Context: an optimization exercise on an open-source flow, tuned for small area, a short achievable clock period and few clock cycles. The choices shown serve that exercise and are no tape-out recipe. Only simulation tests tie the RTL to the original design; equivalence was not proved. No activity file was given, so power comes from the tool's default toggle rates.

`flow/config.mk`:
```
export PLATFORM = sky130hd
export DESIGN_NAME = grid_cell_neighbor_enumerator
export DESIGN_NICKNAME = grid_cell_neighbor_enumerator
export VERILOG_FILES = /design/flow/design.v
export SDC_FILE = /design/flow/constraint.sdc
export NUM_CORES = 4
export LEC_CHECK = 0
export CAP_MARGIN = 20
export CORE_MARGIN = 2
export CORE_UTILIZATION = 55
export CTS_BUF_LIST = sky130_fd_sc_hd__clkbuf_8
export CTS_CLUSTER_SIZE = 24
export SETUP_SLACK_MARGIN = 4.7
export SLEW_MARGIN = 20
```
`flow/constraint.sdc`:
```
create_clock -name core_clock -period 8.0 [get_ports {i_clk}]
set_input_delay 1.6000 -clock core_clock [delete_from_list [all_inputs] [get_ports {i_clk}]]
set_output_delay 1.6000 -clock core_clock [all_outputs]
set_load 0.01 [all_outputs]
```
`flow/design.v`:
```
package gcne_pkg;
    localparam int INDEX_W     = 31;
    localparam int COORD_OUT_W = 10;
    localparam int CFG_REG_W   = 11;
    localparam int APB_DATA_W  = 32;
    localparam int APB_ADDR_W  = 4;
    localparam int NUM_SLOTS   = 27;
    localparam int SLOT_W      = 5;
    localparam int PLANE_SLOTS = 9;
    typedef logic [1:0] t_cfg_reg;
    localparam logic [1:0] REG_SIZE_I = 2'd0;
    localparam logic [1:0] REG_SIZE_J = 2'd1;
    localparam logic [1:0] REG_SIZE_K = 2'd2;
    typedef logic [1:0] t_off;
    localparam logic [1:0] OFF_ZERO = 2'd0;
    localparam logic [1:0] OFF_DEC  = 2'd1;
    localparam logic [1:0] OFF_INC  = 2'd2;
    typedef struct packed {
        t_off di;
        t_off dj;
        t_off dk;
    } t_slot_off;
    typedef struct packed {
        logic dec_i;
        logic inc_i;
        logic dec_j;
        logic inc_j;
        logic dec_k;
        logic inc_k;
    } t_nbr_flags;
    function automatic t_slot_off center_offset(logic [3:0] sub);
        t_slot_off o;
        case (sub)
            4'd0:    o = {OFF_ZERO, OFF_ZERO, OFF_ZERO};
            4'd1:    o = {OFF_ZERO, OFF_ZERO, OFF_INC};
            4'd2:    o = {OFF_ZERO, OFF_ZERO, OFF_DEC};
            4'd3:    o = {OFF_ZERO, OFF_INC, OFF_ZERO};
            4'd4:    o = {OFF_ZERO, OFF_INC, OFF_DEC};
            4'd5:    o = {OFF_ZERO, OFF_INC, OFF_INC};
            4'd6:    o = {OFF_ZERO, OFF_DEC, OFF_ZERO};
            4'd7:    o = {OFF_ZERO, OFF_DEC, OFF_DEC};
            4'd8:    o = {OFF_ZERO, OFF_DEC, OFF_INC};
            default: o = {OFF_ZERO, OFF_ZERO, OFF_ZERO};
        endcase
        center_offset = o;
    endfunction
    function automatic t_slot_off side_offset(logic [3:0] sub, t_off di);
        t_slot_off o;
        case (sub)
            4'd0:    o = {di, OFF_ZERO, OFF_ZERO};
            4'd1:    o = {di, OFF_DEC, OFF_ZERO};
            4'd2:    o = {di, OFF_DEC, OFF_DEC};
            4'd3:    o = {di, OFF_DEC, OFF_INC};
            4'd4:    o = {di, OFF_ZERO, OFF_DEC};
            4'd5:    o = {di, OFF_INC, OFF_ZERO};
            4'd6:    o = {di, OFF_INC, OFF_DEC};
            4'd7:    o = {di, OFF_INC, OFF_INC};
            4'd8:    o = {di, OFF_ZERO, OFF_INC};
            default: o = {di, OFF_ZERO, OFF_ZERO};
        endcase
        side_offset = o;
    endfunction
    function automatic t_slot_off slot_offset(int s);
        t_slot_off o;
        if (s < PLANE_SLOTS) o = center_offset(4'(s));
        else if (s < 2 * PLANE_SLOTS) o = side_offset(4'(s - PLANE_SLOTS), OFF_DEC);
        else o = side_offset(4'(s - 2 * PLANE_SLOTS), OFF_INC);
        slot_offset = o;
    endfunction
    function automatic logic axis_ok(t_off o, logic dec_ok, logic inc_ok);
        logic r;
        case (o)
            OFF_DEC: r = dec_ok;
            OFF_INC: r = inc_ok;
            default: r = 1'b1;
        endcase
        axis_ok = r;
    endfunction
    function automatic logic slot_allowed(t_slot_off o, t_nbr_flags f);
        slot_allowed = axis_ok(o.di, f.dec_i, f.inc_i) &
               axis_ok(o.dj, f.dec_j, f.inc_j) &
               axis_ok(o.dk, f.dec_k, f.inc_k);
    endfunction
    function automatic logic [2:0] off_val(t_off o);
        logic [2:0] r;
        case (o)
            OFF_DEC: r = 3'b111;
            OFF_INC: r = 3'b001;
            default: r = 3'b000;
        endcase
        off_val = r;
    endfunction
endpackage
module gcne_front #(
    parameter int MAX_DIM = 1024
) (
    input  logic                               i_clk,
    input  logic                               i_rst_n,
    input  logic                               i_req_valid,
    output logic                               o_req_ready,
    input  logic [gcne_pkg::INDEX_W-1:0]       i_req_cell_index,
    input  logic [$clog2(MAX_DIM)-1:0]         i_last_i,    
    input  logic [$clog2(MAX_DIM)-1:0]         i_last_j,
    input  logic [$clog2(MAX_DIM)-1:0]         i_last_k,
    input  logic                               i_size_zero,   
    input  logic                               i_cfg_wr,
    output logic                               o_job_valid,
    input  logic                               i_job_ready,
    input  logic                               i_job_busy,
    output logic                               o_job_ok,
    output gcne_pkg::t_nbr_flags               o_job_flags,
    output logic [$clog2(MAX_DIM)-1:0]         o_job_i,
    output logic [$clog2(MAX_DIM)-1:0]         o_job_j,
    output logic [$clog2(MAX_DIM)-1:0]         o_job_k
);
    localparam int CW = $clog2(MAX_DIM);
    localparam int SW = $clog2(MAX_DIM + 1);
    localparam int NW = $clog2(3 * CW + 1);
    function automatic logic [NW-1:0] bit_len(logic [CW-1:0] m);
        logic [NW-1:0] r;
        r = '0;
        for (int b = 0; b < CW; b++) begin
            if (m[b]) r = NW'(b + 1);
        end
        bit_len = r;
    endfunction
    logic [CW-1:0]   last_i;
    logic [CW-1:0]   last_j;
    logic [CW-1:0]   last_k;
    assign last_i = i_last_i;
    assign last_j = i_last_j;
    assign last_k = i_last_k;
    logic            r_dirty;    
    logic [NW-1:0]   r_wm1;      
    logic            r_wm1_z;    
    logic            r_zero;     
    logic [NW-1:0]   nbits;
    assign nbits = bit_len(last_i) + bit_len(last_j) + bit_len(last_k);
    always_ff @(posedge i_clk) begin
        if (!i_rst_n) begin
            r_dirty <= 1'b1;
        end else begin
            r_dirty <= i_cfg_wr;
        end
        r_wm1   <= (nbits == '0) ? '0 : nbits - NW'(1);
        r_wm1_z <= (nbits <= NW'(1));
        r_zero  <= i_size_zero;
    end
    logic            r_act;      
    logic [NW-1:0]   r_cnt;      
    logic            r_cnt_z;    
    logic            r_hi;       
    logic [NW-1:0]   sel;
    logic            last_tok;
    logic [gcne_pkg::INDEX_W-1:0] high_mask;
    logic            fetch;
    logic            stall;
    logic            r_a_valid;
    logic            r_a_bit;
    logic            r_a_first;
    logic            r_a_last;
    logic            r_a_rej;
    logic            a_free;
    logic            r_c_done;
    logic            r_rej_pend;   
    logic            b_hold;
    logic            r_b_valid;
    logic            r_b_last;
    always_comb begin
        for (int b = 0; b < gcne_pkg::INDEX_W; b++) begin
            high_mask[b] = (NW'(b) > r_wm1);
        end
    end
    always_ff @(posedge i_clk) begin
        r_hi <= r_zero || ((i_req_cell_index & high_mask) != '0);
    end
    assign sel      = r_act ? r_cnt : r_wm1;
    assign last_tok = r_act ? (r_cnt_z || r_hi) : r_wm1_z;
    assign a_free      = !r_a_valid || (!stall && !b_hold);
    assign o_req_ready = last_tok && !r_dirty &&
                         (!r_a_valid || ((!r_c_done || (!i_job_busy && !r_rej_pend)) && !b_hold));
    assign fetch       = i_req_valid && !r_dirty && a_free && (!last_tok || o_req_ready);
    always_ff @(posedge i_clk) begin
        if (!i_rst_n) begin
            r_act <= 1'b0;
        end else if (fetch) begin
            r_act <= !last_tok;
        end
    end
    always_ff @(posedge i_clk) begin
        if (fetch) begin
            r_cnt   <= (r_act ? r_cnt : r_wm1) - NW'(1);
            r_cnt_z <= ((r_act ? r_cnt : r_wm1) == NW'(1));
        end
    end
    always_ff @(posedge i_clk) begin
        if (!i_rst_n) begin
            r_a_valid <= 1'b0;
        end else if (a_free) begin
            r_a_valid <= fetch;
        end
    end
    always_ff @(posedge i_clk) begin
        if (fetch) begin
            r_a_bit   <= i_req_cell_index[sel];
            r_a_first <= !r_act;
            r_a_last  <= last_tok;
            r_a_rej   <= r_act ? r_hi : (r_zero || (i_req_cell_index[gcne_pkg::INDEX_W-1:1] != '0));
        end
    end
    logic            r_b_q;
    logic            r_b_first;
    logic            r_b_rej;
    logic [CW-1:0]   r_rem_j;
    logic [SW-1:0]   t1;
    logic [SW:0]     d1;
    assign t1 = {(r_a_first ? CW'(0) : r_rem_j), r_a_bit};
    assign d1 = {1'b0, t1} + {2'b11, ~last_j};
    assign b_hold = r_a_first && r_b_valid && r_b_last;
    always_ff @(posedge i_clk) begin
        if (!i_rst_n) begin
            r_b_valid <= 1'b0;
        end else if (!stall) begin
            r_b_valid <= r_a_valid && !b_hold;
        end
    end
    always_ff @(posedge i_clk) begin
        if (!stall && r_a_valid && !b_hold) begin
            r_rem_j   <= CW'(d1[SW] ? t1 : d1[SW-1:0]);
            r_b_q     <= !d1[SW];
            r_b_first <= r_a_first;
            r_b_last  <= r_a_last;
            r_b_rej   <= r_a_rej;
        end
    end
    logic [CW-1:0]   r_rem_i;
    logic [CW-1:0]   r_k;
    logic            r_ovf;
    logic            r_c_rej;
    logic [SW-1:0]   t2;
    logic [SW:0]     d2;
    logic            q2;
    logic [CW-1:0]   k_prev;
    logic            step_c;
    assign t2      = {(r_b_first ? CW'(0) : r_rem_i), r_b_q};
    assign d2      = {1'b0, t2} + {2'b11, ~last_i};
    assign q2      = !d2[SW];
    assign k_prev  = r_b_first ? CW'(0) : r_k;
    logic            c_ok;
    logic            convert;
    assign c_ok    = !r_c_rej && !r_ovf && (r_k <= last_k);
    assign convert = r_c_done && !c_ok && !r_rej_pend && !i_job_ready;
    assign stall   = r_c_done && !((i_job_ready && !r_rej_pend) || convert);
    always_ff @(posedge i_clk) begin
        if (!i_rst_n) begin
            r_rej_pend <= 1'b0;
        end else begin
            r_rej_pend <= convert || (r_rej_pend && !i_job_ready);
        end
    end
    assign step_c = r_b_valid && !stall;
    always_ff @(posedge i_clk) begin
        if (!i_rst_n) begin
            r_c_done <= 1'b0;
        end else if (!stall) begin
            r_c_done <= r_b_valid && r_b_last;
        end
    end
    always_ff @(posedge i_clk) begin
        if (step_c) begin
            r_rem_i <= CW'(q2 ? d2[SW-1:0] : t2);
            r_k     <= {k_prev[CW-2:0], q2};
            r_ovf   <= (!r_b_first && r_ovf) || k_prev[CW-1];
            r_c_rej <= r_b_rej;
        end
    end
    assign o_job_valid       = r_c_done || r_rej_pend;
    assign o_job_ok          = c_ok && !r_rej_pend;
    assign o_job_i           = r_rem_i;
    assign o_job_j           = r_rem_j;
    assign o_job_k           = r_k;
    assign o_job_flags.dec_i = (r_rem_i != '0);
    assign o_job_flags.inc_i = (r_rem_i != last_i);
    assign o_job_flags.dec_j = (r_rem_j != '0);
    assign o_job_flags.inc_j = (r_rem_j != last_j);
    assign o_job_flags.dec_k = (r_k != '0);
    assign o_job_flags.inc_k = (r_k != last_k);
endmodule
module gcne_back #(
    parameter int COORD_W = 10
) (
    input  logic                 i_clk,
    input  logic                 i_rst_n,
    input  logic                 i_job_valid,
    output logic                 o_job_ready,
    input  logic                 i_job_ok,
    input  gcne_pkg::t_nbr_flags i_job_flags,
    input  logic [COORD_W-1:0]   i_job_i,
    input  logic [COORD_W-1:0]   i_job_j,
    input  logic [COORD_W-1:0]   i_job_k,
    output logic                 o_res_valid,
    input  logic                 i_res_ready,
    output logic [gcne_pkg::COORD_OUT_W-1:0] o_res_cell_i,
    output logic [gcne_pkg::COORD_OUT_W-1:0] o_res_cell_j,
    output logic [gcne_pkg::COORD_OUT_W-1:0] o_res_cell_k,
    output logic                 o_res_valid_res,
    output logic                 o_res_last
);
    localparam int PS = gcne_pkg::PLANE_SLOTS;
    typedef struct packed {
        gcne_pkg::t_slot_off off;     
        logic [8:0]          step;    
        logic                last;    
    } t_walk;
    function automatic logic [3:0] plane_jk(logic is_side, int p);
        gcne_pkg::t_slot_off o;
        o = is_side ? gcne_pkg::side_offset(4'(p), gcne_pkg::OFF_ZERO)
                    : gcne_pkg::center_offset(4'(p));
        plane_jk = {o.dj, o.dk};
    endfunction
    function automatic logic jk_ok(logic [3:0] jk, gcne_pkg::t_nbr_flags f);
        jk_ok = gcne_pkg::axis_ok(jk[3:2], f.dec_j, f.inc_j) &
                gcne_pkg::axis_ok(jk[1:0], f.dec_k, f.inc_k);
    endfunction
    function automatic logic [2:0] off_step(gcne_pkg::t_off a, gcne_pkg::t_off b);
        logic [2:0] r;
        case ({a, b})
            {gcne_pkg::OFF_ZERO, gcne_pkg::OFF_DEC}:  r = 3'b111;
            {gcne_pkg::OFF_ZERO, gcne_pkg::OFF_INC}:  r = 3'b001;
            {gcne_pkg::OFF_DEC,  gcne_pkg::OFF_ZERO}: r = 3'b001;
            {gcne_pkg::OFF_DEC,  gcne_pkg::OFF_INC}:  r = 3'b010;
            {gcne_pkg::OFF_INC,  gcne_pkg::OFF_ZERO}: r = 3'b111;
            {gcne_pkg::OFF_INC,  gcne_pkg::OFF_DEC}:  r = 3'b110;
            default:                                  r = 3'b000;
        endcase
        off_step = r;
    endfunction
    function automatic t_walk walk(gcne_pkg::t_slot_off c, gcne_pkg::t_nbr_flags f);
        t_walk          w;
        logic           side;
        logic [3:0]     pos;
        logic [PS-1:0]  cand;
        logic           found;
        logic           two;
        logic           jk_any;
        side   = (c.di != gcne_pkg::OFF_ZERO);
        jk_any = f.dec_j | f.inc_j | f.dec_k | f.inc_k;
        pos    = '0;
        for (int p = 0; p < PS; p++) begin
            if ({c.dj, c.dk} == plane_jk(side, p)) pos = 4'(p);
        end
        for (int p = 0; p < PS; p++) begin
            cand[p] = (4'(p) > pos) && jk_ok(plane_jk(side, p), f);
        end
        found = 1'b0;
        two   = 1'b0;
        w.off = '0;
        for (int p = 0; p < PS; p++) begin
            if (cand[p]) begin
                if (found) two = 1'b1;
                else w.off = {c.di, plane_jk(side, p)};
                found = 1'b1;
            end
        end
        if (found) begin
            w.last = !two &&
                     !((c.di == gcne_pkg::OFF_ZERO) && (f.dec_i || f.inc_i)) &&
                     !((c.di == gcne_pkg::OFF_DEC) && f.inc_i);
        end else begin
            w.off  = {((c.di == gcne_pkg::OFF_ZERO) && f.dec_i) ? gcne_pkg::OFF_DEC
                                                                : gcne_pkg::OFF_INC,
                      gcne_pkg::OFF_ZERO, gcne_pkg::OFF_ZERO};
            w.last = !jk_any && !((w.off.di == gcne_pkg::OFF_DEC) && f.inc_i);
        end
        w.step = {off_step(c.di, w.off.di), off_step(c.dj, w.off.dj), off_step(c.dk, w.off.dk)};
        walk = w;
    endfunction
    function automatic logic [COORD_W-1:0] add_step(logic [COORD_W-1:0] x, logic [2:0] d);
        add_step = x + {{(COORD_W-3){d[2]}}, d};
    endfunction
    logic                   r_valid;
    logic                   r_last;
    logic                   r_vres;
    logic [COORD_W-1:0]     r_i;
    logic [COORD_W-1:0]     r_j;
    logic [COORD_W-1:0]     r_k;
    gcne_pkg::t_nbr_flags   r_flags;
    gcne_pkg::t_slot_off    r_noff;     
    logic [8:0]             r_nstep;    
    logic                   r_nlast;    
    t_walk                  w_run;
    t_walk                  w_load;
    t_walk                  w;
    logic                   adv;
    logic                   more;
    logic                   step;
    logic                   load;
    assign w_run  = walk(r_noff, r_flags);
    assign w_load = walk('0, i_job_flags);
    assign w      = more ? w_run : w_load;
    assign adv         = !r_valid || i_res_ready;
    assign more        = r_valid && !r_last;
    assign step        = adv && more;
    assign o_job_ready = adv && !more;
    assign load        = i_job_valid && o_job_ready;
    assign o_res_valid     = r_valid;
    assign o_res_cell_i    = r_i;
    assign o_res_cell_j    = r_j;
    assign o_res_cell_k    = r_k;
    assign o_res_valid_res = r_vres;
    assign o_res_last      = r_last;
    always_ff @(posedge i_clk) begin
        if (!i_rst_n) begin
            r_valid <= 1'b0;
        end else if (adv) begin
            r_valid <= more || i_job_valid;
        end
    end
    always_ff @(posedge i_clk) begin
        if (step) begin
            r_last  <= r_nlast;
            r_i     <= add_step(r_i, r_nstep[8:6]);
            r_j     <= add_step(r_j, r_nstep[5:3]);
            r_k     <= add_step(r_k, r_nstep[2:0]);
            r_noff  <= w.off;
            r_nstep <= w.step;
            r_nlast <= w.last;
        end else if (load) begin
            r_flags <= i_job_flags;
            r_vres  <= i_job_ok;
            r_last  <= !i_job_ok || (i_job_flags == '0);
            r_i     <= i_job_ok ? i_job_i : '0;
            r_j     <= i_job_ok ? i_job_j : '0;
            r_k     <= i_job_ok ? i_job_k : '0;
            r_noff  <= w.off;
            r_nstep <= w.step;
            r_nlast <= w.last;
        end
    end
endmodule
module grid_cell_neighbor_enumerator #(
    parameter int MAX_DIM = 1024
) (
    input  logic                            i_clk,
    input  logic                            i_rst_n,
    input  logic                            req_valid,
    output logic                            req_ready,
    input  logic [gcne_pkg::INDEX_W-1:0]    req_cell_index,
    output logic                            res_valid,
    input  logic                            res_ready,
    output logic [gcne_pkg::COORD_OUT_W-1:0] res_cell_i,
    output logic [gcne_pkg::COORD_OUT_W-1:0] res_cell_j,
    output logic [gcne_pkg::COORD_OUT_W-1:0] res_cell_k,
    output logic                            res_valid_res,
    output logic                            res_last,
    input  logic                            psel,
    input  logic                            penable,
    input  logic                            pwrite,
    input  logic [gcne_pkg::APB_ADDR_W-1:0] paddr,
    input  logic [gcne_pkg::APB_DATA_W-1:0] pwdata,
    output logic [gcne_pkg::APB_DATA_W-1:0] prdata,
    output logic                            pready
);
    localparam int CW = $clog2(MAX_DIM);
    localparam int SW = $clog2(MAX_DIM + 1);
    logic [gcne_pkg::CFG_REG_W-1:0] r_szm_i;
    logic [gcne_pkg::CFG_REG_W-1:0] r_szm_j;
    logic [gcne_pkg::CFG_REG_W-1:0] r_szm_k;
    logic [gcne_pkg::CFG_REG_W-1:0] wr_m;
    logic [CW-1:0]        last_i;
    logic [CW-1:0]        last_j;
    logic [CW-1:0]        last_k;
    logic                 size_zero;
    logic                 cfg_wr;
    gcne_pkg::t_cfg_reg   cfg_sel;
    logic                 job_valid;
    logic                 job_ready;
    logic                 job_ok;
    gcne_pkg::t_nbr_flags job_flags;
    logic [CW-1:0]        job_i;
    logic [CW-1:0]        job_j;
    logic [CW-1:0]        job_k;
    assign pready  = 1'b1;
    assign cfg_wr  = psel && penable && pwrite;
    assign cfg_sel = paddr[3:2];
    assign wr_m = pwdata[gcne_pkg::CFG_REG_W-1:0] - gcne_pkg::CFG_REG_W'(1);
    always_ff @(posedge i_clk) begin
        if (!i_rst_n) begin
            r_szm_i <= '0;
            r_szm_j <= '0;
            r_szm_k <= '0;
        end else if (cfg_wr) begin
            case (cfg_sel)
                gcne_pkg::REG_SIZE_I: r_szm_i <= wr_m;
                gcne_pkg::REG_SIZE_J: r_szm_j <= wr_m;
                gcne_pkg::REG_SIZE_K: r_szm_k <= wr_m;
                default: begin
                end
            endcase
        end
    end
    logic [gcne_pkg::CFG_REG_W-1:0] r_rdata;
    logic [gcne_pkg::CFG_REG_W-1:0] rd_m;
    always_comb begin
        case (cfg_sel)
            gcne_pkg::REG_SIZE_I: rd_m = r_szm_i;
            gcne_pkg::REG_SIZE_J: rd_m = r_szm_j;
            gcne_pkg::REG_SIZE_K: rd_m = r_szm_k;
            default:    rd_m = '1;
        endcase
    end
    always_ff @(posedge i_clk) begin
        r_rdata <= rd_m + gcne_pkg::CFG_REG_W'(1);
    end
    assign prdata = gcne_pkg::APB_DATA_W'(r_rdata);
    function automatic logic [CW-1:0] clamp_last(logic [gcne_pkg::CFG_REG_W-1:0] m);
        clamp_last = (m >= gcne_pkg::CFG_REG_W'(MAX_DIM)) ? CW'(MAX_DIM - 1) : m[CW-1:0];
    endfunction
    assign last_i    = clamp_last(r_szm_i);
    assign last_j    = clamp_last(r_szm_j);
    assign last_k    = clamp_last(r_szm_k);
    assign size_zero = (r_szm_i == '1) || (r_szm_j == '1) || (r_szm_k == '1);
    gcne_front #(
        .MAX_DIM (MAX_DIM)
    ) u_front (
        .i_clk            (i_clk),
        .i_rst_n          (i_rst_n),
        .i_req_valid      (req_valid),
        .o_req_ready      (req_ready),
        .i_req_cell_index (req_cell_index),
        .i_last_i         (last_i),
        .i_last_j         (last_j),
        .i_last_k         (last_k),
        .i_size_zero      (size_zero),
        .i_cfg_wr         (cfg_wr),
        .o_job_valid      (job_valid),
        .i_job_ready      (job_ready),
        .i_job_busy       (res_valid),
        .o_job_ok         (job_ok),
        .o_job_flags      (job_flags),
        .o_job_i          (job_i),
        .o_job_j          (job_j),
        .o_job_k          (job_k)
    );
    gcne_back #(
        .COORD_W (CW)
    ) u_back (
        .i_clk           (i_clk),
        .i_rst_n         (i_rst_n),
        .i_job_valid     (job_valid),
        .o_job_ready     (job_ready),
        .i_job_ok        (job_ok),
        .i_job_flags     (job_flags),
        .i_job_i         (job_i),
        .i_job_j         (job_j),
        .i_job_k         (job_k),
        .o_res_valid     (res_valid),
        .i_res_ready     (res_ready),
        .o_res_cell_i    (res_cell_i),
        .o_res_cell_j    (res_cell_j),
        .o_res_cell_k    (res_cell_k),
        .o_res_valid_res (res_valid_res),
        .o_res_last      (res_last)
    );
endmodule
```
`flow/flow/run.sh`:
```
#!/bin/bash
# The standard layout, with the port buffers inserted as the smallest buffer cell
# (resizing then sizes them up where timing needs it). Every input and output port
# still gets its own buffer.
set -euo pipefail
export BUFFER_PORTS_ARGS="-buffer_cell sky130_fd_sc_hd__buf_1"
bash standard.sh finish > standard_flow.log 2>&1
```
`flow/standard.sh`:
```
#!/bin/bash
# synth_recipe.tcl (not shown) runs the flow's synth.tcl, then flattens the netlist and writes it again
# the make line also repeats each setting of config.mk as NAME=value (left out here)
make -C /OpenROAD-flow-scripts/flow DESIGN_CONFIG=/design/flow/config.mk WORK_HOME=/design/flow/orfs CLKGATE_MAP_FILE= SYNTH_SCRIPT=/design/flow/synth_recipe.tcl "${@:-finish}"
```
==> impl_metrics.py, run 1 <==
metrics = {
    "pwr": {
        "combPwrFrac_pct": 24.5,
        "peakVddDrop_mv": 0.2038,
        "swShare_pct": 32.13,
        "internal_power_mw": 1.489,
        "power_frac_clock_pct": 30.4,
        "p_switching_mw": 0.7048,
        "p_leak_nw": 4.877,
        "pwr-share-seq_pct": 45.1,
        "powerDensity_nw_per_um2": 172.1,
    },
    "yosys": {
        "synth-async-reset-ratio_pct": 0,
        "synthesis.area_sq_um": 11500,
        "avgSynthCellArea_sq_um": 9.022,
        "synthTopCellsByCount": "149 x nor2_1, 100 x edfxtp_1, 89 x nand2_1, 71 x inv_1, 68 x ha_1",
        "yosysMostFrequentCell": "nor2_1",
        "synth_top_area_share_pct": 26.10,
        "synth_cells": 1275,
        "synth.largest_area_cell": "edfxtp_1",
        "synthTopCellsByArea": "edfxtp_1 26%, dfxtp_1 10%, ha_1 7.4%, nor2_1 4.9%, xnor2_1 3.7%",
        "yosysSeqAreaShare_pct": 36.37,
        "ys_types": 83,
        "ys_ff_latch": 159,
        "synth_flop_cell": "edfxtp_1",
        "yosys_warnings": 3,
        "synth_edf_count": 100,
    },
    "routing": {
        "vias": 9754,
        "via_per_inst": 5.948,
        "drc": 0,
        "routedWlPerCell_microns": 18.09,
        "ant_nets": 0,
        "drt_iter0_drc": 849,
        "first_pass_iters": 5,
        "drt-total-wl_microns": 29660,
    },
    "clocking": {
        "h-tree-depth": 4,
        "clkLatencyLatePin_ns": 0.47,
        "cts_tree": "yes",
        "cts.sinks": 159,
        "clockBufferDepth": 2,
        "cts-root-buf": "clkbuf_8",
        "cts.reportedPaths.clkPinSlew_ns": 0.09,
        "cts_inserted_buffers": 17,
    },
    "run_status": {
        "status": "finished clean",
    },
    "global_route": {
        "grt-ovfl-total": 0,
        "grt_start_max_net_pins": 56,
        "grt_pass1_vias": 8845,
        "antenna_found_initial": 0,
        "grt_pass1_wl_microns": 46860,
        "grtUsageTotal_pct": 26.66,
    },
    "floorplanning": {
        "core_sq_um": 20360,
        "io_pins": 141,
        "die_area_sq_um": 22090,
        "initial_utilization_pct": 56.49,
        "die_w_microns": 148.6,
        "rows": 52,
        "die_h_microns": 148.6,
    },
    "layout": {
        "nNetsFinal": 1509,
        "drive_above_1_share_pct": 11.53,
        "n_antenna_cell": 0,
        "area_growth_pct": 10.82,
        "n_fill_cell": 1805,
    },
    "timing": {
        "clock_skew_ns": 0.01427,
        "layout_setup_ws_ns": 4.800,
        "drv_slew": 0,
        "setup_viol": 0,
        "tightestPinTransition_ns": 0.9422,
        "tns_ns": 0,
        "fmax_mhz": 312.5,
        "rsz0062_at_grt": "yes",
        "maxSlewHeadroom_pct": 35.39,
        "finalCriticalPeriod_ns": 3.200,
        "fin_crit_sh_pct": 40.00,
        "hold_viol": 0,
    },
    "worst_setup_path": {
        "worst-setup-path-type": "reg -> reg",
        "critPathMaxFanout": 5,
        "crit_arrival_ns": 3.42,
        "cp-end-kind": "register",
        "crit_required_ns": 8.22,
        "start_kind": "register",
    },
    "min_path": {
        "hp-class": "reg -> reg",
    },
    "placed_design": {
        "dpl.hpwl_microns": 21320,
        "io_buffers": 95,
        "place.gp.congestion": 0.8988,
        "preCtsSetupSlack_ns": 3.776,
    },
    "run": {
        "maxCapViolCount": 0,
    },
}
[cell usage in the layout, fill, tap and decap left out, drive strengths merged, types with 10 or more instances in the layout]
cell type and instances:
a211oi 45, a21o 29, a21oi 50, a31oi 15, and2 12, buf 122, clkbuf 19, conb 22
dfxtp 59, edfxtp 100, fa 10, ha 68, inv 81, mux2 29, mux2i 13, nand2 89
nand2b 15, nand3 31, nand4 11, nor2 150, nor2b 34, nor3 38, nor4 18, o21ai 41
o22ai 41, or3 13, xnor2 49, xor2 33
[sequential cells by signal (all words and copies together), names as in the netlist, 5 cells and up]
signal           count
u_back.r_j          10
u_back.r_nstep       9
r_rdata             11
u_front.r_rem_i     10
u_back.r_k          10
u_back.r_flags       6
r_szm_j             11
u_front.r_rem_j     10
u_front.r_wm1        5
r_szm_k             11
u_back.r_noff        6
r_szm_i             11
u_front.r_cnt        5
u_front.r_k         10
u_back.r_i          10
[final cells by class]
class / count / area [sq um] / area share, %
timing repair buffer: 123 / 585.6 / 4.593
tap: 270 / 337.8 / 2.650
clock buffer: 18 / 247.7 / 1.943
multi-input combinational: 984 / 6920 / 54.28
sequential: 159 / 4195 / 32.91
clock inverter: 14 / 191.4 / 1.502
inverter: 72 / 270.3 / 2.120
[through the flow]
stage,hold slack [ns],cell area [sq um],power (mW),util [%],instances
6_report,0.4265,12750,2.194,62.60,1640
5_1_grt,0.4460,12750,2.313,62.60,1640
4_1_cts,0.4278,12520,2.194,61.49,1630
3_5_place_dp,0.4045,11930,1.520,58.60,1585
3_3_place_gp,0.4017,11930,1.515,58.60,1585
2_1_floorplan,0.4003,11600,1.397,-,1295
[power by group through the flow]
stage | logic, mW | clock network (mW) | registers (mW)
floorplan | 0.430 | 0 | 0.967
global placement | 0.510 | 0 | 1.01
detailed placement | 0.514 | 0 | 1.01
CTS | 0.527 | 0.681 | 0.986
global route | 0.606 | 0.712 | 0.996
finish | 0.537 | 0.668 | 0.988
[logic make-up (layout without fill, tap and decap cells)]
logic type	count (synthesis)	after routing	share of synthesized area, %
mux	44	44	4.361
simple gates	435	437	18.00
other cells	2	22	0.06528
fa+ha+maj	80	80	9.310
compound gates	318	319	19.58
xor+xnor	82	82	6.243
flops	159	159	36.37
buf+inv	155	227	6.069
[worst paths after layout]
path                                   startpoint                 end  slack, ns  cells after the start
worst max-delay path            u_front.r_a_first  u_front.r_rem_j[7]       4.80                     13
worst min-delay path             u_front.r_a_last    u_front.r_b_last       0.43                      0
worst max register to register  u_front.r_a_first  u_front.r_rem_j[7]       4.80                     13
worst min register to register   u_front.r_a_last    u_front.r_b_last       0.43                      0
[repair_timing]
| item | CTS | global route |
|---|---|---|
| hold buffers | 0 | 0 |
| pin swaps | 2 | 3 |
| buffers inserted | 12 | 8 |
| endpoints found under the setup margin | 112 | 98 |
| gates cloned | 1 | 2 |
| gates resized for setup | 18 | 40 |
[routing by layer]
layer  track usage, %  wire (microns)  up-vias
met4            5.810             357        0
met1            37.90           13720     4644
met2            44.14           14260      285
li1                 -               -     4795
met3            2.975            1320       30
met5                0               0        -
[worst max-delay path, cell delays in order (launching register included)]
cell and delay [ns]:
edfxtp_1 0.41, buf_4 0.18, inv_2 0.09, nand2_2 0.08, inv_1 0.08, ha_1 0.22, a21o_1 0.17, a21oi_2 0.16
nand2b_1 0.12, a21oi_1 0.09, o41a_1 0.37, a31o_4 0.27, a221o_2 0.44, mux2_2 0.29
Testbench counts, summed over its fixed seeds: cycles 126,644.
==> run 2: changes to the inputs <==
--- a/flow/config.mk
+++ b/flow/config.mk
@@ -8,7 +8,6 @@
 export CAP_MARGIN = 20
 export CORE_MARGIN = 2
 export CORE_UTILIZATION = 55
-export CTS_BUF_LIST = sky130_fd_sc_hd__clkbuf_8
-export CTS_CLUSTER_SIZE = 24
-export SETUP_SLACK_MARGIN = 4.7
+export CTS_BUF_LIST = sky130_fd_sc_hd__clkbuf_4 sky130_fd_sc_hd__clkbuf_8
+export SETUP_SLACK_MARGIN = 4.9
 export SLEW_MARGIN = 20
==> impl_metrics.py, run 2 <==
metrics = {
    "floorplanning": {
        "rows": 52,
        "die_w_microns": 148.6,
        "core_sq_um": 20360,
        "die_area_sq_um": 22090,
        "die_h_microns": 148.6,
        "io_pins": 141,
        "initial_utilization_pct": 56.49,
    },
    "placed_design": {
        "dpl-instance-area_sq_um": 12040,
        "io_buffers": 95,
        "place.gp.congestion": 0.9071,
        "dpl.hpwl_microns": 21730,
    },
    "layout": {
        "area_growth_pct": 17.39,
        "final_common_cell": "nor2_1",
        "fin_area_sq_um": 13500,
        "nNetsFinal": 1562,
        "seqCellArea_sq_um": 4214,
        "drive_above_1_share_pct": 17.92,
        "multi_input_area_sq_um": 7189,
        "n_fill_cell": 1704,
        "n_antenna_cell": 0,
        "post-route-util_pct": 66.31,
        "final_cell_mix": "144 x nor2_1, 100 x edfxtp_1, 92 x buf_1, 86 x nand2_1, 67 x buf_4",
    },
    "run": {
        "maxCapViolCount": 0,
    },
    "clocking": {
        "postCtsHoldBufs": 0,
        "h-tree-depth": 4,
        "cts_tree": "yes",
        "clkLatencyLatePin_ns": 0.46,
        "clockBufferDepth": 2,
        "cts.sinks": 159,
        "cts-root-buf": "clkbuf_8",
        "cts_inserted_buffers": 17,
        "cts.reportedPaths.clkPinSlew_ns": 0.09,
    },
    "timing": {
        "clock_skew_ns": 0.01229,
        "finalCriticalPeriod_ns": 3.198,
        "tightestPinTransition_ns": 0.9516,
        "setup_viol": 0,
        "hold_viol": 0,
        "drv_slew": 0,
        "tns_ns": 0,
        "maxSlewHeadroom_pct": 34.74,
        "rsz0062_at_grt": "yes",
        "fin_crit_sh_pct": 39.97,
        "fmax_mhz": 312.7,
    },
    "worst_setup_path": {
        "crit_arrival_ns": 3.41,
        "cp-end-kind": "register",
        "worst-setup-path-type": "reg -> reg",
        "critPathMaxFanout": 5,
        "r2r_slack_ns": 4.80,
        "crit_required_ns": 8.22,
        "start_kind": "register",
    },
    "pwr": {
        "peakVddDrop_mv": 0.2007,
        "p_leak_nw": 5.264,
        "powerDensity_nw_per_um2": 166.0,
    },
    "routing": {
        "routedWlPerCell_microns": 18.53,
        "drt-total-wl_microns": 31360,
        "ant_nets": 0,
        "vias": 10220,
        "via_per_inst": 6.035,
        "drt_iter0_drc": 685,
        "first_pass_iters": 5,
        "drc": 0,
    },
    "yosys": {
        "synthXorXnorAreaFrac_pct": 6.243,
        "synth-async-reset-ratio_pct": 0,
        "avgSynthCellArea_sq_um": 9.022,
        "synth_flop_cell": "edfxtp_1",
        "synthesis.area_sq_um": 11500,
        "ys_ff_latch": 159,
        "synthTopCellsByCount": "149 x nor2_1, 100 x edfxtp_1, 89 x nand2_1, 71 x inv_1, 68 x ha_1",
        "ys_types": 83,
        "synth-simple-area-share_pct": 18.00,
        "synth_top_family_by_area": "compound AO/OA/AOI/OAI gates",
        "synth_top_area_share_pct": 26.10,
        "yosysSeqAreaShare_pct": 36.37,
        "synth.largest_area_cell": "edfxtp_1",
        "yosys_warnings": 3,
        "synth_edf_count": 100,
        "synth_cells": 1275,
        "yosysMostFrequentCell": "nor2_1",
        "synth_adder_area_share_pct": 9.310,
        "synth_compound_area_share_pct": 19.58,
        "synthTopCellsByArea": "edfxtp_1 26%, dfxtp_1 10%, ha_1 7.4%, nor2_1 4.9%, xnor2_1 3.7%",
        "synthMuxAreaShare_pct": 4.362,
    },
    "global_route": {
        "grt_start_max_net_pins": 38,
        "grt-ovfl-total": 0,
        "grt_pass1_vias": 9260,
        "grtUsageTotal_pct": 27.76,
        "grt_pass1_wl_microns": 48760,
        "antenna_found_initial": 0,
    },
    "run_status": {
        "status": "finished clean",
    },
    "min_path": {
        "hp-class": "reg -> reg",
    },
}
run 2: changes by cell type in the layout (fill, tap and decap cells not counted), sizes merged:
cell,before,now
inv,81,79
clkinv,2,4
or2,5,6
buf,122,174
clkinvlp,0,1
clkbuf,19,18
run 2: worst max-delay path, stage by stage, from the launching register on:
cell and delay, ns:
edfxtp_1 0.52, inv_2 0.13, nand2_4 0.06, inv_2 0.06, ha_4 0.18, a21o_1 0.18, a21oi_2 0.16, nand2b_4 0.15
a21oi_4 0.06, o41a_1 0.39, a31o_2 0.28, a221o_2 0.46, mux2_4 0.32
run 2: cell families (layout without fill, tap and decap cells):
logic type,Yosys count,after routing
buffers and inverters,155,279
and+or+nand+nor,435,438
xor gates and xnor gates,82,82
DFF,159,159
adders and majority gates,80,80
other,2,22
AOI/OAI and AO/OA,318,319
muxes,44,44
run 2: path summary, 6_finish.rpt:
path / start / endpoint / cells past startpoint
max reg2reg: u_front.r_a_first / u_front.r_rem_j[8] / 12
min reg2reg: u_front.r_a_rej / u_front.r_b_rej / 0
max: u_front.r_a_first / u_front.r_rem_j[8] / 12
min: u_front.r_a_rej / u_front.r_b_rej / 0
run 2: repair_timing:
action | 4_1_cts | 5_1_grt
buffers inserted | 36 | 36
pin swaps | 10 | 19
endpoints found under the setup margin | 120 | 92
gates resized for setup | 39 | 69
endpoints found under the hold margin | 0 | 0
gates cloned | 3 | 1
run 2: metrics by stage:
stage	hold slack, ns	setup slack, ns	power [mW]	cells
2_1_floorplan	0.4003	4.825	1.407	1295
3_3_place_gp	0.4032	4.207	1.523	1585
3_5_place_dp	0.4173	4.210	1.528	1585
4_1_cts	0.4408	4.806	2.209	1656
5_1_grt	0.4452	4.742	2.358	1693
6_report	0.4369	4.802	2.242	1693
run 2: final cells by class:
cell class                      count  share of cell area, %
Clock buffer                       17                  1.733
Clock inverter                     15                  1.473
Multi-Input combinational cell    985                  53.24
Tap cell                          270                  2.502
Timing Repair Buffer              175                  7.736
Inverter                           72                  2.112
Sequential cell                   159                  31.21
run 2: where the power goes:
group          leakage, nW  internal, mW  switching (mW)
clock                0.218         0.321           0.341
sequential            1.41         0.923          0.0676
combinational         3.64         0.271           0.318
run 2: metal layers:
layer,track usage [%],wire length (microns),part of all wire [%]
met1,38.98,13930,44
met2,43.87,14460,46
met3,3.773,1943,6.2
met4,10.62,1035,3.3
met5,0,0,0
==> run 3: changes to the inputs <==
--- a/flow/config.mk
+++ b/flow/config.mk
@@ -9,5 +9,5 @@
 export CORE_MARGIN = 2
 export CORE_UTILIZATION = 55
 export CTS_BUF_LIST = sky130_fd_sc_hd__clkbuf_4 sky130_fd_sc_hd__clkbuf_8
-export SETUP_SLACK_MARGIN = 4.9
+export SETUP_SLACK_MARGIN = 4.5
 export SLEW_MARGIN = 20
==> impl_metrics.py, run 3 <==
metrics = {
    "routing": {
        "drt_iter0_drc": 627,
        "drt-total-wl_microns": 29760,
        "first_pass_iters": 6,
        "drc": 0,
        "vias": 9775,
        "via_per_inst": 5.968,
        "routedWlPerCell_microns": 18.17,
        "ant_nets": 0,
    },
    "timing": {
        "maxSlewHeadroom_pct": 37.96,
        "fin_crit_sh_pct": 42.11,
        "setup_viol": 0,
        "clock_skew_ns": 0.02148,
        "tightestPinTransition_ns": 0.9252,
        "tns_ns": 0,
        "hold_viol": 0,
        "fmax_mhz": 296.8,
        "finalCriticalPeriod_ns": 3.369,
        "rsz0062_at_grt": "no",
        "drv_slew": 0,
    },
    "worst_setup_path": {
        "max_stage_delay_ns": 0.43,
        "crit_arrival_ns": 1.77,
        "start_kind": "register",
        "cp-end-kind": "primary output",
        "critPathMaxFanout": 4,
        "worst-setup-path-type": "reg -> out",
        "crit_slowest_cell": "edfxtp_1",
        "r2r_slack_ns": 4.65,
        "reg2reg_to": "u_front.r_rem_i[5]",
        "reg2reg_depth": 11,
        "reg2reg_from": "r_szm_i[10]",
        "crit_required_ns": 6.40,
        "worstPathCellList": "buf_4, nand3_1, nand2_1, a211oi_1, buf_1",
    },
    "global_route": {
        "busiest_layer": "met2",
        "grt_use_met1_pct": 39.19,
        "use_met2_pct": 41.85,
        "grtUsageTotal_pct": 27.16,
        "grt-ovfl-total": 0,
        "antenna_found_initial": 0,
        "grt_use_met3_pct": 3.988,
        "grt_pass1_wl_microns": 47430,
        "grt_pass1_vias": 8860,
        "grt_start_max_net_pins": 46,
    },
    "pwr": {
        "powerDensity_nw_per_um2": 170.2,
        "peakVddDrop_mv": 0.2309,
        "p_leak_nw": 4.807,
    },
    "floorplanning": {
        "die_h_microns": 148.6,
        "rows": 52,
        "core_sq_um": 20360,
        "io_pins": 141,
        "die_w_microns": 148.6,
        "initial_utilization_pct": 56.49,
        "die_area_sq_um": 22090,
    },
    "min_path": {
        "min_to": "u_front.r_b_rej",
        "hp-class": "reg -> reg",
        "min-delay-start": "u_front.r_a_rej",
        "hold_depth": 0,
    },
    "yosys": {
        "synth_flop_cell": "edfxtp_1",
        "synth_edf_count": 100,
        "synth-async-reset-ratio_pct": 0,
        "synthTopCellsByArea": "edfxtp_1 26%, dfxtp_1 10%, ha_1 7.4%, nor2_1 4.9%, xnor2_1 3.7%",
        "yosysSeqAreaShare_pct": 36.37,
        "synth_top_area_share_pct": 26.10,
        "synth_cells": 1275,
        "ys_ff_latch": 159,
        "avgSynthCellArea_sq_um": 9.022,
        "synthesis.area_sq_um": 11500,
        "yosys_warnings": 3,
        "ys_types": 83,
        "synthTopCellsByCount": "149 x nor2_1, 100 x edfxtp_1, 89 x nand2_1, 71 x inv_1, 68 x ha_1",
        "synth.largest_area_cell": "edfxtp_1",
        "yosysMostFrequentCell": "nor2_1",
    },
    "layout": {
        "final_cell_mix": "148 x nor2_1, 100 x edfxtp_1, 94 x buf_1, 89 x nand2_1, 70 x inv_1",
        "final_cells": 1638,
        "area_growth_pct": 8.973,
        "n_fill_cell": 1856,
        "final_common_cell": "nor2_1",
        "multi_input_area_sq_um": 6766,
        "seqCellArea_sq_um": 4188,
        "nNetsFinal": 1507,
        "post-route-util_pct": 61.56,
        "drive_above_1_share_pct": 9.942,
        "n_antenna_cell": 0,
    },
    "run": {
        "maxCapViolCount": 0,
    },
    "placed_design": {
        "dp.cells": 1586,
        "io_buffers": 95,
        "place.gp.congestion": 0.9024,
        "dpl.hpwl_microns": 21650,
    },
    "clocking": {
        "cts.reportedPaths.clkPinSlew_ns": 0.09,
        "cts.sinks": 159,
        "clkLatencyLatePin_ns": 0.46,
        "h-tree-depth": 4,
        "clockBufferDepth": 2,
        "postCtsHoldBufs": 0,
        "cts-root-buf": "clkbuf_8",
        "cts_tree": "yes",
        "cts_inserted_buffers": 17,
    },
    "run_status": {
        "status": "finished clean",
    },
}
## run 3: cell counts after synthesis
Identical to the previous run, type by type.
## run 3: worst max path at each step
stage / to / start / slack [ns] / cells after the start
global route: u_front.r_rem_j[5] / u_front.r_rem_j[0] / 4.50 / 11
detailed placement: r_rdata[10] / paddr[2] / 3.93 / 9
CTS: u_front.r_rem_j[6] / r_szm_j[1] / 4.58 / 11
finish: req_ready / u_front.r_a_first / 4.63 / 5
floorplan: r_rdata[10] / paddr[2] / 4.56 / 10
global placement: r_rdata[10] / paddr[2] / 3.95 / 9
## run 3: kinds of logic after synthesis
logic type                 after synthesis  share of synthesized area [%]
adders and majority gates               80                          9.310
other                                    2                        0.06528
xor gates and xnor gates                82                          6.243
and+or+nand+nor                        435                          18.00
buffers and inverters                  155                          6.069
DFF                                    159                          36.37
AOI/OAI and AO/OA                      318                          19.58
muxes                                   44                          4.361
## run 3: what timing repair did
item                                    in CTS  in global routing
pin swaps                                    1                  0
endpoints found under the setup margin      47                 75
buffers inserted                             6                 13
gates resized for setup                      8                 10
## run 3: layer usage
metal,part of all wire [%],routed length (microns),up-vias
met1,46,13830,4581
met5,0,0,-
met2,44,13200,378
met4,2.5,737,0
li1,-,-,4773
met3,6.7,1985,43
## run 3: worst max-delay path: cells and delay by family (launching register included)
| family | cells | cell delay, ns |
|---|---|---|
| flip-flops | 1 | 0.43 |
| buffers and inverters | 2 | 0.37 |
| AO/OA/AOI/OAI | 1 | 0.32 |
| AND/OR/NAND/NOR | 2 | 0.20 |
## run 3: layout make-up
| class | count | share of cell area, % |
|---|---|---|
| clock inverter | 14 | 1.248 |
| tap | 270 | 2.695 |
| sequential | 159 | 33.41 |
| clock buffer | 18 | 1.926 |
| timing repair buffer | 124 | 4.591 |
| multi-input combinational | 981 | 53.98 |
| inverter | 72 | 2.156 |
## run 3: through the flow
stage               setup slack, ns  power [mW]  cell area [sq um]  hold slack (ns)
floorplan                     4.562       1.397              11590           0.4003
global placement              3.945       1.519              11940           0.4035
detailed placement            3.933       1.526              11940           0.4045
global route                  4.501       2.250              12540           0.4287
finish                        4.631       2.133              12540           0.4234
CTS                           4.577       2.140              12390           0.4245
## run 3: report_power, final
group / internal (mW) / switching, mW / total, mW
logic: 0.231 / 0.301 / 0.532
registers: 0.923 / 0.0649 / 0.988
clock network: 0.287 / 0.326 / 0.613
==> run 4: changes to the inputs <==
--- a/flow/config.mk
+++ b/flow/config.mk
@@ -7,7 +7,7 @@
 export LEC_CHECK = 0
 export CAP_MARGIN = 20
 export CORE_MARGIN = 2
-export CORE_UTILIZATION = 55
+export CORE_UTILIZATION = 45
 export CTS_BUF_LIST = sky130_fd_sc_hd__clkbuf_4 sky130_fd_sc_hd__clkbuf_8
-export SETUP_SLACK_MARGIN = 4.5
+export SETUP_SLACK_MARGIN = 4.7
 export SLEW_MARGIN = 20
==> impl_metrics.py, run 4 <==
metrics = {
    "run_status": {
        "status": "finished clean",
    },
    "timing": {
        "tns_ns": 0,
        "layout_setup_ws_ns": 4.719,
        "tightestPinTransition_ns": 1.006,
        "fmax_mhz": 304.8,
        "holdWs_ns": 0.4236,
        "hold_viol": 0,
        "finalCriticalPeriod_ns": 3.281,
        "fin_crit_sh_pct": 41.01,
        "setup_viol": 0,
        "clock_skew_ns": 0.01801,
        "rsz0062_at_grt": "yes",
        "maxSlewHeadroom_pct": 30.98,
        "drv_slew": 0,
    },
    "global_route": {
        "grt-ovfl-total": 0,
        "grt_start_max_net_pins": 48,
        "grt_pass1_vias": 9055,
        "grtUsageTotal_pct": 22.56,
        "antenna_found_initial": 0,
        "grt_pass1_wl_microns": 47860,
    },
    "yosys": {
        "yosys_warnings": 3,
        "synthTopCellsByArea": "edfxtp_1 26%, dfxtp_1 10%, ha_1 7.4%, nor2_1 4.9%, xnor2_1 3.7%",
        "synth_edf_count": 100,
        "synth_top_area_share_pct": 26.10,
        "synth_cells": 1275,
        "ys_types": 83,
        "yosysSeqAreaShare_pct": 36.37,
        "yosysMostFrequentCell": "nor2_1",
        "ys_ff_latch": 159,
        "avgSynthCellArea_sq_um": 9.022,
        "synth_flop_cell": "edfxtp_1",
        "synth-async-reset-ratio_pct": 0,
        "synth.largest_area_cell": "edfxtp_1",
        "synthTopCellsByCount": "149 x nor2_1, 100 x edfxtp_1, 89 x nand2_1, 71 x inv_1, 68 x ha_1",
        "synthesis.area_sq_um": 11500,
    },
    "placed_design": {
        "place.gp.congestion": 0.9258,
        "preCtsSetupSlack_ns": 3.840,
        "io_buffers": 95,
        "dpl.hpwl_microns": 22200,
    },
    "worst_setup_path": {
        "cp-end-kind": "register",
        "worst-setup-path-type": "reg -> reg",
        "max_stage_delay_ns": 0.61,
        "reg2reg_depth": 10,
        "crit_required_ns": 8.20,
        "start_kind": "register",
        "r2r_slack_ns": 4.72,
        "critPathMaxFanout": 32,
        "worstPathCellList": "nor2_1, ha_1, a21o_1, a21o_1, a2111oi_1, o32ai_2, nand2b_1, or2_4, a41oi_1, a21oi_1",
        "reg2reg_from": "r_szm_k[3]",
        "crit_slowest_cell": "a2111oi_1",
        "reg2reg_to": "u_back.r_last",
        "crit_top_cell": "a21o_1",
        "crit_start": "r_szm_k[3]",
        "crit_arrival_ns": 3.48,
    },
    "routing": {
        "routedWlPerCell_microns": 17.78,
        "drt-total-wl_microns": 30520,
        "via_per_inst": 5.707,
        "vias": 9799,
        "drc": 0,
        "drt_iter0_drc": 762,
        "ant_nets": 0,
        "first_pass_iters": 5,
    },
    "pwr": {
        "peakVddDrop_mv": 0.08855,
        "p_leak_nw": 5.019,
        "powerDensity_nw_per_um2": 168.3,
    },
    "clocking": {
        "cts_inserted_buffers": 17,
        "cts_tree": "yes",
        "cts.reportedPaths.clkPinSlew_ns": 0.09,
        "clockBufferDepth": 2,
        "cts.sinks": 159,
        "clkLatencyLatePin_ns": 0.47,
        "h-tree-depth": 4,
        "cts-root-buf": "clkbuf_8",
        "postCtsHoldBufs": 0,
    },
    "floorplanning": {
        "io_pins": 141,
        "initial_utilization_pct": 45.81,
        "die_w_microns": 163.9,
        "core_sq_um": 25110,
        "die_h_microns": 163.9,
        "die_area_sq_um": 26860,
        "rows": 58,
    },
    "min_path": {
        "hp-class": "reg -> reg",
        "min-delay-start": "u_front.r_b_rej",
        "min_to": "u_front.r_c_rej",
        "hold_depth": 0,
    },
    "layout": {
        "nNetsFinal": 1526,
        "final_cell_mix": "146 x nor2_1, 100 x edfxtp_1, 92 x buf_1, 87 x nand2_1, 68 x inv_1",
        "final_common_cell": "nor2_1",
        "drive_above_1_share_pct": 13.19,
        "n_antenna_cell": 0,
        "area_growth_pct": 13.44,
    },
    "run": {
        "maxCapViolCount": 0,
    },
}
==> run 4: changes by cell type in the layout (fill, tap and decap cells not counted), moves of 4 or more <==
cell,before,now
buf_4,29,41
dfxtp_1,56,49
mux2_2,29,23
mux2_4,0,6
buf_6,0,4
dfxtp_2,3,7
==> run 4: how the worst max path moves through the flow <==
stage               slack [ns]            endpoint  depth (start not counted)
floorplan                 4.72  u_front.r_rem_i[0]                         13
global placement          3.92         r_rdata[10]                          9
detailed placement        3.84         r_rdata[10]                          9
CTS                       4.70  u_front.r_rem_i[0]                         14
global route              4.57  u_front.r_rem_j[9]                         10
finish                    4.72       u_back.r_last                         10
==> run 4: cell families (layout without fill, tap and decap cells) <==
kind of cell / Yosys count / after routing / synth area share, %
AO/OA/AOI/OAI: 318 / 319 / 19.58
buffers and inverters: 155 / 246 / 6.069
flip-flops: 159 / 159 / 36.37
other: 2 / 22 / 0.06528
adder cells (fa/ha/maj): 80 / 80 / 9.310
XOR/XNOR: 82 / 82 / 6.243
AND/OR/NAND/NOR: 435 / 435 / 18.00
multiplexers: 44 / 44 / 4.361
==> run 4: power by group <==
| part | leakage (nW) | internal (mW) | switching [mW] |
|---|---|---|---|
| Combinational | 3.39 | 0.244 | 0.309 |
| Sequential | 1.40 | 0.923 | 0.0661 |
| Clock | 0.225 | 0.336 | 0.318 |
| Total | 5.02 | 1.50 | 0.693 |
==> run 4: metrics by stage <==
step           power [mW]  instances  util (%)  instance area [sq um]
2_1_floorplan       1.397       1295         -                  11600
3_3_place_gp        1.519       1647     47.89                  12020
3_5_place_dp        1.526       1647     47.89                  12020
4_1_cts             2.188       1692     50.25                  12620
5_1_grt             2.320       1717     51.97                  13050
6_report            2.196       1717     51.97                  13050
==> run 4: area by class of cell <==
class | instances | area (sq um)
fill | 2462 | 12060
multi-input combinational | 982 | 6965
sequential | 159 | 4204
timing repair buffer | 142 | 758.2
tap | 330 | 412.9
inverter | 72 | 280.3
clock buffer | 20 | 275.3
clock inverter | 12 | 153.9
==> run 4: per-layer routing <==
layer  up-vias  wire length [microns]  global-route usage [%]
li1       4839                      -                       -
met1      4658                  13860                   31.18
met2       278                  14550                   36.97
met3        24                   1676                   3.737
met4         0                    433                   5.423
met5         -                      0                       0
==> run 4: what timing repair did <==
action | in CTS | in global routing
setup endpoints to repair | 118 | 113
gates resized for setup | 27 | 50
setup buffers | 13 | 23
cloned | 0 | 2
pin swaps | 3 | 7
==> run 4: critical path, delay by kind of cell (launching register included) <==
kind | cells | cell delay (ns)
AOI/OAI and AO/OA | 6 | 1.53
adders and majority gates | 1 | 0.30
DFF | 1 | 0.49
and+or+nand+nor | 3 | 0.68
==> run 5: changes to the inputs <==
--- a/flow/config.mk
+++ b/flow/config.mk
@@ -7,7 +7,7 @@
 export LEC_CHECK = 0
 export CAP_MARGIN = 20
 export CORE_MARGIN = 2
-export CORE_UTILIZATION = 45
+export CORE_UTILIZATION = 60
 export CTS_BUF_LIST = sky130_fd_sc_hd__clkbuf_4 sky130_fd_sc_hd__clkbuf_8
 export SETUP_SLACK_MARGIN = 4.7
 export SLEW_MARGIN = 20
==> impl_metrics.py, run 5 <==
metrics = {
    "run_status": {
        "status": "finished clean",
    },
    "yosys": {
        "synth-async-reset-ratio_pct": 0,
        "synthesis.area_sq_um": 11500,
        "synthTopCellsByCount": "149 x nor2_1, 100 x edfxtp_1, 89 x nand2_1, 71 x inv_1, 68 x ha_1",
        "synth_flop_cell": "edfxtp_1",
        "yosysMostFrequentCell": "nor2_1",
        "synth_edf_count": 100,
        "yosysSeqAreaShare_pct": 36.37,
        "synth_cells": 1275,
        "synth_top_area_share_pct": 26.10,
        "ys_types": 83,
        "synth.largest_area_cell": "edfxtp_1",
        "ys_ff_latch": 159,
        "avgSynthCellArea_sq_um": 9.022,
        "synthTopCellsByArea": "edfxtp_1 26%, dfxtp_1 10%, ha_1 7.4%, nor2_1 4.9%, xnor2_1 3.7%",
        "yosys_warnings": 3,
    },
    "timing": {
        "fmax_mhz": 301.6,
        "tightestPinTransition_ns": 0.9792,
        "finalCriticalPeriod_ns": 3.316,
        "tns_ns": 0,
        "holdWs_ns": 0.4248,
        "layout_setup_ws_ns": 4.684,
        "maxSlewHeadroom_pct": 34.49,
        "setup_viol": 0,
        "hold_viol": 0,
        "rsz0062_at_grt": "yes",
        "clock_skew_ns": 0.01712,
        "drv_slew": 0,
        "fin_crit_sh_pct": 41.45,
    },
    "clocking": {
        "clkLatencyLatePin_ns": 0.48,
        "cts-root-buf": "clkbuf_8",
        "postCtsHoldBufs": 0,
        "cts.sinks": 159,
        "cts.reportedPaths.clkPinSlew_ns": 0.09,
        "cts_inserted_buffers": 17,
        "clockBufferDepth": 2,
        "cts_tree": "yes",
        "h-tree-depth": 4,
    },
    "routing": {
        "via_per_inst": 6.213,
        "first_pass_iters": 5,
        "drt_iter0_drc": 922,
        "drc": 0,
        "vias": 10050,
        "ant_nets": 0,
        "routedWlPerCell_microns": 18.61,
        "drt-total-wl_microns": 30120,
    },
    "global_route": {
        "grt-ovfl-total": 0,
        "grtUsageTotal_pct": 29.08,
        "grt_pass1_wl_microns": 46540,
        "grt_start_max_net_pins": 56,
        "grt_pass1_vias": 8811,
        "antenna_found_initial": 0,
    },
    "pwr": {
        "fin_total_pwr_mw": 2.105,
        "combPwrFrac_pct": 26.2,
        "p_leak_nw": 4.906,
        "powerDensity_nw_per_um2": 165.6,
        "swShare_pct": 33.22,
        "peakVddDrop_mv": 0.1974,
        "internal_power_mw": 1.406,
        "power_frac_clock_pct": 26.9,
        "pwr-share-seq_pct": 47.0,
        "p_switching_mw": 0.6992,
    },
    "worst_setup_path": {
        "max_stage_delay_ns": 0.50,
        "reg2reg_to": "u_front.r_rem_j[8]",
        "cp-end-kind": "register",
        "crit_arrival_ns": 3.54,
        "critPathBufInv": 2,
        "crit_slowest_cell": "edfxtp_1",
        "reg2reg_depth": 11,
        "start_kind": "register",
        "critical-path-top-delay-family": "compound AO/OA/AOI/OAI gates",
        "reg2reg_from": "u_front.r_a_first",
        "r2r_slack_ns": 4.68,
        "worst-setup-path-type": "reg -> reg",
        "crit_required_ns": 8.23,
        "worstPathCellList": "buf_4, nor2b_2, ha_1, a21oi_2, nand2b_1, a21oi_1, o41a_1, a31o_2, a221o_2, buf_4, mux2_2",
        "critPathMaxFanout": 6,
        "crit_top_cell": "buf_4",
    },
    "min_path": {
        "min-delay-start": "u_front.r_b_rej",
        "min_to": "u_front.r_c_rej",
        "hold_depth": 0,
        "hp-class": "reg -> reg",
    },
    "placed_design": {
        "preCtsSetupSlack_ns": 3.931,
        "io_buffers": 95,
        "dpl.hpwl_microns": 21260,
        "dpl-instance-area_sq_um": 11880,
        "place.gp.congestion": 0.9117,
        "dp.cells": 1547,
    },
    "layout": {
        "n_antenna_cell": 0,
        "seqCellArea_sq_um": 4200,
        "n_fill_cell": 1576,
        "area_growth_pct": 10.50,
        "fin_area_sq_um": 12710,
        "post-route-util_pct": 67.73,
        "final_common_cell": "nor2_1",
        "final_cells": 1618,
        "final_cell_mix": "147 x nor2_1, 100 x edfxtp_1, 93 x buf_1, 85 x nand2_1, 70 x inv_1",
        "nNetsFinal": 1523,
        "multi_input_area_sq_um": 6884,
        "drive_above_1_share_pct": 12.50,
    },
    "run": {
        "maxCapViolCount": 0,
    },
    "floorplanning": {
        "io_pins": 141,
        "initial_utilization_pct": 61.29,
        "core_sq_um": 18770,
        "die_area_sq_um": 20300,
        "die_h_microns": 142.5,
        "rows": 50,
        "die_w_microns": 142.5,
    },
}
==> run 5: repair_timing <==
item,CTS,global route
gates resized for setup,19,39
cloned,0,1
pin swaps,2,9
buffers inserted,10,28
setup endpoints to repair,115,68
==> run 5: final cells by class <==
cell class	count	area share (%)
well taps	234	2.303
inverters	72	2.126
repair buffers	139	5.542
clock inverters	11	0.6497
clock buffers	21	2.175
multi-input cells	982	54.16
flip-flops and latches	159	33.04
==> run 5: worst max path at each step <==
| stage | cells past startpoint | slack [ns] | end | from |
|---|---|---|---|---|
| after CTS | 9 | 4.55 | u_front.r_rem_i[3] | r_szm_k[9] |
| final | 11 | 4.68 | u_front.r_rem_j[8] | u_front.r_a_first |
| after floorplan | 13 | 4.72 | u_front.r_rem_i[0] | u_front.r_b_first |
| after global placement | 12 | 3.96 | u_front.r_rem_i[8] | u_front.r_b_first |
| after detailed placement | 12 | 3.93 | u_front.r_rem_i[6] | u_front.r_b_first |
| after global routing | 13 | 4.62 | u_front.r_rem_j[5] | u_front.r_a_first |
==> run 5: cell families (layout without fill, tap and decap cells) <==
group	after synthesis	after routing	share of synthesized area (%)
buffers and inverters	155	243	6.069
and+or+nand+nor	435	436	18.00
muxes	44	44	4.361
DFF	159	159	36.37
AOI/OAI and AO/OA	318	318	19.58
adders and majority gates	80	80	9.310
xor gates and xnor gates	82	82	6.243
other	2	22	0.06528
==> run 5: power groups by stage <==
stage | logic (mW) | registers [mW] | clock network, mW
2_1_floorplan | 0.430 | 0.967 | 0
3_3_place_gp | 0.507 | 1.01 | 0
3_5_place_dp | 0.515 | 1.01 | 0
4_1_cts | 0.525 | 0.987 | 0.570
5_1_grt | 0.614 | 0.995 | 0.597
6_report | 0.551 | 0.988 | 0.566
==> run 5: layer usage <==
metal  share of wire [%]  routed length, microns  vias up  GRT usage (%)
met5                   0                       0        -              0
met4                 2.4                     712        0          8.338
met3                 7.4                    2233       52          4.038
met2                  46                   13800      443          46.28
met1                  44                   13370     4741          41.61
li1                    -                       -     4816              -
==> run 6: changes to the inputs <==
--- a/flow/config.mk
+++ b/flow/config.mk
@@ -5,9 +5,10 @@
 export SDC_FILE = /design/flow/constraint.sdc
 export NUM_CORES = 4
 export LEC_CHECK = 0
+export ABC_AREA = 1
 export CAP_MARGIN = 20
 export CORE_MARGIN = 2
-export CORE_UTILIZATION = 60
+export CORE_UTILIZATION = 55
 export CTS_BUF_LIST = sky130_fd_sc_hd__clkbuf_4 sky130_fd_sc_hd__clkbuf_8
 export SETUP_SLACK_MARGIN = 4.7
 export SLEW_MARGIN = 20
==> impl_metrics.py, run 6 <==
metrics = {
    "pwr": {
        "powerDensity_nw_per_um2": 168.6,
        "p_leak_nw": 5.397,
        "fin_total_pwr_mw": 2.112,
        "peakVddDrop_mv": 0.2003,
    },
    "global_route": {
        "grt-ovfl-total": 0,
        "antenna_found_initial": 0,
        "grtUsageTotal_pct": 26.28,
        "grt_pass1_wl_microns": 46460,
        "grt_pass1_vias": 9388,
        "grt_start_max_net_pins": 48,
    },
    "floorplanning": {
        "core_sq_um": 20360,
        "initial_utilization_pct": 56.25,
        "die_area_sq_um": 22000,
        "die_h_microns": 148.3,
        "rows": 52,
        "io_pins": 141,
        "die_w_microns": 148.3,
    },
    "routing": {
        "via_per_inst": 5.503,
        "vias": 10280,
        "first_pass_iters": 6,
        "drt_iter0_drc": 835,
        "routedWlPerCell_microns": 15.41,
        "drt-total-wl_microns": 28770,
        "drc": 0,
        "ant_nets": 0,
    },
    "worst_setup_path": {
        "worst-setup-path-type": "in -> reg",
        "crit_required_ns": 8.40,
        "worstPathCellList": "clkbuf_4, clkinvlp_4, nor2_4, inv_1, o221ai_2, nand2_1, nor2_1, nand3_1, or3_1, nor3_2, xor2_1",
        "r2r_slack_ns": 4.94,
        "critPathMaxFanout": 11,
        "critPathBufInv": 3,
        "crit_slowest_cell": "or3_1",
        "max_stage_delay_ns": 0.38,
        "cp-end-kind": "register",
        "start_kind": "primary input",
        "crit_arrival_ns": 3.53,
        "critical-path-top-delay-family": "simple AND/OR/NAND/NOR gates",
    },
    "layout": {
        "seqCellArea_sq_um": 4189,
        "area_growth_pct": 9.382,
        "fin_area_sq_um": 12530,
        "drive_above_1_share_pct": 7.076,
        "n_antenna_cell": 0,
        "final_common_cell": "inv_1",
        "final_cell_mix": "214 x inv_1, 210 x nand2_1, 190 x nor2_1, 140 x o21ai_0, 106 x a21oi_1",
        "multi_input_area_sq_um": 6267,
        "n_fill_cell": 1925,
        "nNetsFinal": 1736,
    },
    "yosys": {
        "avgSynthCellArea_sq_um": 7.668,
        "ys_ff_latch": 159,
        "yosysMostFrequentCell": "inv_1",
        "synthTopCellsByArea": "edfxtp_1 26%, dfxtp_1 10%, ha_1 7.4%, inv_1 7.0%, nand2_1 6.9%",
        "synth_flop_cell": "edfxtp_1",
        "synthesis.area_sq_um": 11460,
        "yosys_warnings": 3,
        "synth.largest_area_cell": "edfxtp_1",
        "synth_top_area_share_pct": 26.21,
        "synth_edf_count": 100,
        "yosysSeqAreaShare_pct": 36.52,
        "synthTopCellsByCount": "214 x inv_1, 210 x nand2_1, 195 x nor2_1, 141 x o21ai_0, 109 x a21oi_1",
        "ys_types": 58,
        "synth-async-reset-ratio_pct": 0,
        "synth_cells": 1494,
    },
    "timing": {
        "finalCriticalPeriod_ns": 3.134,
        "tightestPinTransition_ns": 0.7911,
        "drv_slew": 0,
        "setup_viol": 0,
        "tns_ns": 0,
        "maxSlewHeadroom_pct": 47.20,
        "fmax_mhz": 319.1,
        "clock_skew_ns": 0.01616,
        "fin_crit_sh_pct": 39.17,
        "hold_viol": 0,
        "holdWs_ns": 0.4421,
        "rsz0062_at_grt": "no",
    },
    "clocking": {
        "cts.sinks": 159,
        "h-tree-depth": 4,
        "cts_tree": "yes",
        "cts_inserted_buffers": 17,
        "cts.reportedPaths.clkPinSlew_ns": 0.09,
        "cts-root-buf": "clkbuf_8",
        "clockBufferDepth": 2,
        "clkLatencyLatePin_ns": 0.48,
    },
    "min_path": {
        "hp-class": "reg -> reg",
    },
    "placed_design": {
        "dpl-instance-area_sq_um": 12000,
        "io_buffers": 95,
        "place.gp.congestion": 0.9337,
        "dpl.hpwl_microns": 22220,
    },
    "run_status": {
        "status": "finished clean",
    },
    "run": {
        "maxCapViolCount": 0,
    },
}
-- run 6: worst paths after layout --
path	start	to	cells past startpoint
worst max-delay path	paddr[2]	r_rdata[9]	11
worst min-delay path	u_front.r_a_last	u_front.r_b_last	0
worst max register to register	r_szm_k[0]	u_front.r_wm1[4]	17
worst min register to register	u_front.r_a_last	u_front.r_b_last	0
-- run 6: final cells by class --
cell class | instances | area share [%]
Multi-Input combinational cell | 1073 | 50.01
Sequential cell | 159 | 33.43
Inverter | 223 | 6.750
Timing Repair Buffer | 110 | 3.884
Tap cell | 270 | 2.696
Clock buffer | 18 | 1.927
Clock inverter | 14 | 1.298
-- run 6: cells by family after synthesis --
logic type | Yosys count | synth area share, %
AO/OA/AOI/OAI | 330 | 16.28
XOR/XNOR | 66 | 5.046
adder cells (fa/ha/maj) | 78 | 9.174
buffers and inverters | 282 | 10.11
flip-flops | 159 | 36.52
other | 2 | 0.06556
AND/OR/NAND/NOR | 577 | 22.79
-- run 6: per-layer routing --
layer / vias up / global-route usage [%] / wire length [microns]
met5: - / 0 / 0
met4: 0 / 6.429 / 494
met3: 43 / 3.865 / 1837
met2: 375 / 42.34 / 13110
met1: 4667 / 37.49 / 13320
li1: 5190 / - / -
-- run 6: per-stage QoR --
| step | std cells | setup slack, ns | util, % |
|---|---|---|---|
| after floorplan | 1514 | 4.692 | - |
| after global placement | 1829 | 4.227 | 58.95 |
| after detailed placement | 1829 | 4.144 | 58.95 |
| after CTS | 1861 | 4.705 | 61.01 |
| after global routing | 1867 | 4.711 | 61.53 |
| final | 1867 | 4.866 | 61.53 |
-- run 6: worst register-to-register path, delay by kind of cell, from the launching register on --
family	cells	cell delay [ns]
buffers and inverters	4	0.29
adders and majority gates	3	1.12
AOI/OAI and AO/OA	3	0.44
DFF	1	0.39
and+or+nand+nor	7	0.71
-- run 6: timing repair --
action,CTS,global route
endpoints found under the setup margin,74,67
hold buffers,0,0
buffers inserted,0,6
gates resized for setup,7,15
-- run 6: power breakdown --
part	total (mW)	switching [mW]	internal, mW
logic	0.513	0.330	0.183
registers	0.968	0.0483	0.920
clock network	0.631	0.319	0.312
total	2.11	0.698	1.41

==> afterwards: timing with drivers on the ports <==
How much do the figures lean on ideal ports? The routed layouts below were timed once more, with nothing changed but the port constraints.
Step 1 sets driving cells, clkbuf_16 on the clock port and buf_2 on the other inputs (assumed; they add their load-dependent delay and slew).
Step 2 also shifts input and output timing later by t, the mid clock arrival at the registers, as if the neighbouring blocks saw the same clock.
Slacks: no drivers / after step 1 / after step 2; pairs: no drivers / after step 1.
run | t, ns | setup WS [ns]
run 1 | 0.504 | 4.800 / 4.759 / 4.485
run 2 | 0.502 | 4.802 / 4.782 / 4.625
run 3 | 0.496 | 4.631 / 4.587 / 4.308
run 4 | 0.504 | 4.719 / 4.719 / 4.359
run 5 | 0.510 | 4.684 / 4.669 / 4.370
run 6 | 0.509 | 4.866 / 4.866 / 4.363
After both steps every run listed still meets setup and hold.
